Context: an optimization exercise on an open-source flow, tuned for small area, a short achievable clock period and few clock cycles per item. The choices shown serve that exercise and are no tape-out recipe.

==> raven: inputs <==
==> flow/design.v (excerpt) <==
module bitmap_fit_allocator (
  input  logic        clk,
  input  logic        rst,
  input  logic        req_valid,
  output logic        req_ready,
  input  logic        req_action,
  input  logic [1:0]  req_algorithm,
  input  logic [10:0] req_count,
  input  logic [9:0]  req_start,
  output logic        rsp_valid,
  input  logic        rsp_ready,
  output logic [1:0]  rsp_status,
  output logic [9:0]  rsp_start,
  output logic [10:0] rsp_count,
  output logic [10:0] rsp_free
);
make LEC_CHECK=0 CAP_MARGIN=20 CORE_MARGIN=2 CORE_UTILIZATION=40 SLEW_MARGIN=20 finish   # period 15.0 ns
run.sh (not shown) runs the stock make flow with config.mk's settings and CLKGATE_MAP_FILE= SYNTH_SCRIPT=/design/flow/synth_recipe.tcl, a recipe that flattens the netlist after the stock synthesis.
==> tundra: changes against raven <==
--- a/flow/design.v
+++ b/flow/design.v
@@ -34,61 +34,63 @@
   parameter int LW = 7
 ) (
   input  logic [W-1:0]  b,
   input  logic [10:0]   n,
   input  logic          best,
   input  logic          worst,
   output logic [LW:0]   p,
   output logic [LW:0]   t,
+  output logic [LW-1:0] ts,
   output logic          bv,
   output logic [LW:0]   bl,
   output logic [LW-1:0] bs
 );
   logic [LW:0][W-1:0][LW:0]   P, T, L;
-  logic [LW:0][W-1:0][LW-1:0] S;
+  logic [LW:0][W-1:0][LW-1:0] S, TS;
   logic [LW:0][W-1:0]         V;
   for (genvar i = 0; i < W; i++) begin : g_leaf
-    assign P[0][i] = (LW+1)'(b[i]);
-    assign T[0][i] = (LW+1)'(b[i]);
-    assign V[0][i] = 1'b0;
-    assign L[0][i] = '0;
-    assign S[0][i] = '0;
+    assign P[0][i]  = (LW+1)'(b[i]);
+    assign T[0][i]  = (LW+1)'(b[i]);
+    assign TS[0][i] = '0;
+    assign V[0][i]  = 1'b0;
+    assign L[0][i]  = '0;
+    assign S[0][i]  = '0;
   end
   for (genvar k = 0; k < LW; k++) begin : g_lvl
-    localparam int SZ = 1 << k;
+    localparam logic [LW:0] SZ = (LW+1)'(1) << k;
     for (genvar i = 0; i < (W >> (k + 1)); i++) begin : g_node
-      logic [LW:0]   lp, lt, rp, ml;
-      logic          lf, rf, mv, lv, rv, m_l, r_l, r_m;
-      logic [LW:0]   ll, rl;
+      logic [LW:0]   lp, lt, rp, rt, ml, ll, rl;
+      logic          lf, rf, mv, lv, rv, m_l, r_l, r_m, pick_m, pick_r;
       logic [LW-1:0] ls, rs, ms;
       assign lp = P[k][2*i];   assign lt = T[k][2*i];
-      assign rp = P[k][2*i+1];
+      assign rp = P[k][2*i+1]; assign rt = T[k][2*i+1];
       assign lf = lp[k];       assign rf = rp[k];
       assign lv = V[k][2*i];   assign ll = L[k][2*i];   assign ls = S[k][2*i];
       assign rv = V[k][2*i+1]; assign rl = L[k][2*i+1];
-      assign rs = S[k][2*i+1] + (LW)'(SZ);
+      assign rs = S[k][2*i+1] | SZ[LW-1:0];
       assign ml = lt + rp;
-      assign ms = (LW)'(SZ) - (LW)'(lt);
+      assign ms = (lt != '0) ? TS[k][2*i] : SZ[LW-1:0];
       assign mv = !lf && !rf && (ml != '0) && ({{(10-LW){1'b0}}, ml} >= n);
       assign m_l = (best && ml < ll) || (worst && ml > ll);
       assign r_l = (best && rl < ll) || (worst && rl > ll);
       assign r_m = (best && rl < ml) || (worst && rl > ml);
-      logic pick_m, pick_r;
       assign pick_r = rv && (!lv || r_l) && (!mv || r_m);
       assign pick_m = !pick_r && mv && (!lv || m_l);
-      assign P[k+1][i] = lf ? (LW+1)'(SZ) + rp : lp;
-      assign T[k+1][i] = rf ? (LW+1)'(SZ) + lt : T[k][2*i+1];
-      assign V[k+1][i] = lv || mv || rv;
-      assign L[k+1][i] = pick_r ? rl : (pick_m ? ml : ll);
-      assign S[k+1][i] = pick_r ? rs : (pick_m ? ms : ls);
+      assign P[k+1][i]  = !lf ? lp : rf ? (SZ << 1) : (rp | SZ);
+      assign T[k+1][i]  = !rf ? rt : lf ? (SZ << 1) : (lt | SZ);
+      assign TS[k+1][i] = rf ? ms : (TS[k][2*i+1] | SZ[LW-1:0]);
+      assign V[k+1][i]  = lv || mv || rv;
+      assign L[k+1][i]  = pick_r ? rl : (pick_m ? ml : ll);
+      assign S[k+1][i]  = pick_r ? rs : (pick_m ? ms : ls);
     end
   end
   assign p  = P[LW][0];
   assign t  = T[LW][0];
+  assign ts = TS[LW][0];
   assign bv = V[LW][0];
   assign bl = L[LW][0];
   assign bs = S[LW][0];
 endmodule
 module bitmap_fit_allocator_unit (
   input  logic           clk,
   input  logic           rst,
   input  logic           req_valid,
@@ -110,30 +112,29 @@
   localparam logic [1:0] M_IDLE = 2'd0;
   localparam logic [1:0] M_SCAN = 2'd1;
   localparam logic [1:0] M_WAIT = 2'd2;
   localparam logic [1:0] M_MARK = 2'd3;
   logic stall;
   logic r_valid;
   assign stall = r_valid && !rsp_ready;
   logic [W-1:0]  fmap [NW];
-  logic [NW-1:0] wone;       
+  logic [NW-1:1] wone;       
   logic [W-1:0]  rd;
   logic [AW-1:0] rp;         
   logic          wr_en;
   logic [W-1:0]  wr_word;
   always_ff @(posedge clk) begin
     for (int i = 0; i < NW; i++) begin
-      if (rst) begin
-        fmap[i] <= '1;
-        wone[i] <= 1'b1;
-      end else if (wr_en && rp == AW'(i)) begin
-        fmap[i] <= wr_word;
-        wone[i] <= &wr_word;
-      end
+      if (rst) fmap[i] <= '1;
+      else if (wr_en && rp == AW'(i)) fmap[i] <= wr_word;
+    end
+    for (int i = 1; i < NW; i++) begin
+      if (rst) wone[i] <= 1'b1;
+      else if (wr_en && rp == AW'(i)) wone[i] <= &wr_word;
     end
   end
   assign rd = fmap[rp];
   logic          nxt_v;
   bfa_pkg::req_t cur, nxt;
   logic [1:0]    mode;
   logic [IdxW-1:0] lo;       
   logic alloc, best, worst, first, bad;
@@ -165,59 +166,59 @@
   logic [1:0]      t_k;
   logic            t_last;
   logic [AW-1:0]   t_w;
   logic [IdxW-1:0] t_s;
   logic [CntW-1:0] t_n;
   logic [W-1:0]    t_bits;
   logic [LW:0]   wpre, wsuf, wbl;
   logic          wbv;
-  logic [LW-1:0] wbs;
+  logic [LW-1:0] wbs, wts;
   logic [LW:0]   wcnt;
   bfa_word_scan #(.W(W), .LW(LW)) u_scan (
     .b(t_bits), .n(cur.cluster_count), .best(best), .worst(worst),
-    .p(wpre), .t(wsuf), .bv(wbv), .bl(wbl), .bs(wbs)
+    .p(wpre), .t(wsuf), .ts(wts), .bv(wbv), .bl(wbl), .bs(wbs)
   );
   always_comb begin
     wcnt = '0;
     for (int i = 0; i < W; i++) wcnt = wcnt + (LW+1)'(t_bits[i]);
   end
   logic            c_v;
   logic [1:0]      c_k;
   logic            c_last;
   logic [AW-1:0]   c_w;
   logic [IdxW-1:0] c_s;
   logic [CntW-1:0] c_n;
   logic [LW:0]     c_pre, c_suf, c_bl, c_cnt;
   logic            c_bv;
-  logic [LW-1:0]   c_bs;
+  logic [LW-1:0]   c_bs, c_ts;
   logic [CntW-1:0] cl;       
   logic [IdxW-1:0] cs;
   logic            hv;       
   logic [CntW-1:0] hl;
   logic [IdxW-1:0] hs;
   logic [CntW-1:0] seen;     
   logic [CntW-1:0] free_total;
   logic            tail, wfull;
   logic [IdxW-1:0] base;
   logic [CntW-1:0] xtra, c_len, f_len;
   logic [IdxW-1:0] c_start, f_start, i_start;
   logic            cv, iv, fv;
   assign wfull   = c_pre[LW];
   assign base    = {c_w, {LW{1'b0}}};
   always_comb begin
     tail = 1'b1;
-    for (int i = 0; i < NW; i++) if (AW'(i) > c_w && !wone[i]) tail = 1'b0;
+    for (int i = 1; i < NW; i++) if (AW'(i) > c_w && !wone[i]) tail = 1'b0;
   end
   assign xtra    = tail ? CntW'({~c_w, {LW{1'b0}}}) : '0;
   assign c_len   = cl + CntW'(c_pre) + (wfull ? xtra : '0);
   assign c_start = (cl == '0) ? base : cs;
   assign i_start = base | IdxW'(c_bs);
   assign f_len   = CntW'(c_suf) + xtra;
-  assign f_start = base + IdxW'(W) - IdxW'(c_suf);
+  assign f_start = (c_suf == '0) ? {c_w + 1'b1, {LW{1'b0}}} : (base | IdxW'(c_ts));
   assign cv = (c_len >= cur.cluster_count) && (first || !wfull || tail);
   assign iv = c_bv;
   assign fv = (f_len >= cur.cluster_count) && !wfull && (first || tail);
   function automatic logic beats(input logic [CntW-1:0] l, input logic [CntW-1:0] ol);
     beats = (best && l < ol) || (worst && l > ol);
   endfunction
   logic            n_v;
   logic [CntW-1:0] n_l;
@@ -322,16 +323,17 @@
         c_w    <= t_w;
         c_s    <= t_s;
         c_n    <= t_n;
         c_pre  <= wpre;
         c_suf  <= wsuf;
         c_bv   <= wbv;
         c_bl   <= wbl;
         c_bs   <= wbs;
+        c_ts   <= wts;
         c_cnt  <= wcnt;
         if (load && src.action == bfa_pkg::ACT_ALLOC) begin
           cl <= '0; cs <= '0; hv <= 1'b0; hl <= '0; hs <= '0; seen <= '0;
         end else if (c_v && c_k == K_SCAN) begin
           cl <= ncl; cs <= ncs; hv <= n_v; hl <= n_l; hs <= n_s; seen <= seen_n;
         end
         if (c_v && c_k == K_REL) free_total <= free_total + CntW'(c_cnt);
         if (scan_end && found) free_total <= free_total - cur.cluster_count;
==> flow/flow/run.sh (new file) <==
#!/bin/bash
set -uo pipefail
WORK=$(pwd)
RES=orfs/results/${FLOW_PLATFORM:-sky130hd}/bitmap_fit_allocator/base

# 1. The standard synthesis, in orfs/ where standard.sh keeps its results.
bash standard.sh synth > synth_standard.log 2>&1 || exit 1

# 2. The same synthesis without the adder cell mapping, in orfs_na/.
sed -e "s#WORK_HOME=[^ ]*#WORK_HOME=$WORK/orfs_na#" \
    -e 's#"\${@:-finish}"#ADDER_MAP_FILE= "${@:-finish}"#' standard.sh > standard_na.sh
RES_NA=orfs_na/results/${FLOW_PLATFORM:-sky130hd}/bitmap_fit_allocator/base
if bash standard_na.sh synth > synth_noadder.log 2>&1; then
  regs() {
    grep -oE 'sky130_fd_sc_hd__[a-z0-9]*df[a-z0-9]*_[0-9]+ +[^ (]+' "$1" | sort
  }
  regs $RES/1_2_yosys.v > regs_standard.txt
  regs $RES_NA/1_2_yosys.v > regs_noadder.txt
  if [[ -s regs_standard.txt ]] && cmp -s regs_standard.txt regs_noadder.txt; then
    echo "registers match: using the synthesis without adder cells" > synth_choice.log
    for f in 1_2_yosys.v 1_2_yosys.sdc 1_synth.odb 1_synth.sdc; do
      cp $RES_NA/$f $RES/$f
    done
  else
    echo "registers differ: using the standard synthesis" > synth_choice.log
    diff regs_standard.txt regs_noadder.txt >> synth_choice.log
  fi
else
  echo "synthesis without adder cells failed: using the standard synthesis" > synth_choice.log
fi

# 3. The rest of the standard flow, from the floorplan to the final DEF.
bash standard.sh > layout.log 2>&1
==> flow/standard.sh (new file) <==
#!/bin/bash
# synth_recipe.tcl (not shown) runs the flow's synth.tcl, then flattens the netlist and writes it again
# the make line also repeats each setting of config.mk as NAME=value (left out here)
make -C /OpenROAD-flow-scripts/flow DESIGN_CONFIG=/design/flow/config.mk WORK_HOME=/design/flow/orfs CLKGATE_MAP_FILE= SYNTH_SCRIPT=/design/flow/synth_recipe.tcl "${@:-finish}"
removed: flow/run.sh
==> notes.md <==
Outcome: raven timing/DRC/antenna clean; tundra timing/DRC/antenna clean
Global placer's final weighted congestion: raven 1.064; tundra 1.032
Repair and plain buffers: raven 796; tundra 420
Via count of the first global-routing pass: raven 108,876; tundra 99,771
Number of standard cells in the final layout excluding fillers: raven 19,581; tundra 17,033
Total cell area at the placement stage: raven 0.1345 mm^2; tundra 0.1122 mm^2
Post-Synthesis Mean Instance Area: raven 8.340 um^2; tundra 7.829 um^2
Standard-cell rows: raven 206; tundra 190
Area of combinational cells with multiple inputs: raven 0.08906 mm^2; tundra 0.07139 mm^2
Total of fill cells in the finished design: raven 30,923; tundra 26,930
Effective utilization at floorplan: raven 40.14%; tundra 40.31%
Die Footprint: raven 0.3203 mm^2; tundra 0.2746 mm^2
Number of buffers inserted during clock tree synthesis: raven 159; tundra 154
No functional check of the RTL was part of any run of this note.

==> afterwards: timing with drivers on the ports <==
How much do the figures lean on ideal ports? The routed layouts below were timed once more, with nothing changed but the port constraints. Step 1 assumes that a clkbuf_16 drives the clock port and a buf_2 every other input. Step 2 adds t to the input delays and takes it off the output delays; t is the mean of the earliest and latest rising clock arrival at the registers after step 1. Input paths then give back, and output paths get back, about the clock's delay inside the block. Three values: ideal ports, drivers, drivers and shift; two values: the first two.
| run | t, ns | setup slack, ns | latest minus earliest clock arrival (ns) |
|---|---|---|---|
| raven | 0.912 | 0.566 / 0.566 / 0.566 | 0.075 / 0.075 |
| tundra | 0.928 | 1.713 / 1.713 / 1.713 | 0.058 / 0.057 |
After both steps every run listed still meets setup and hold.
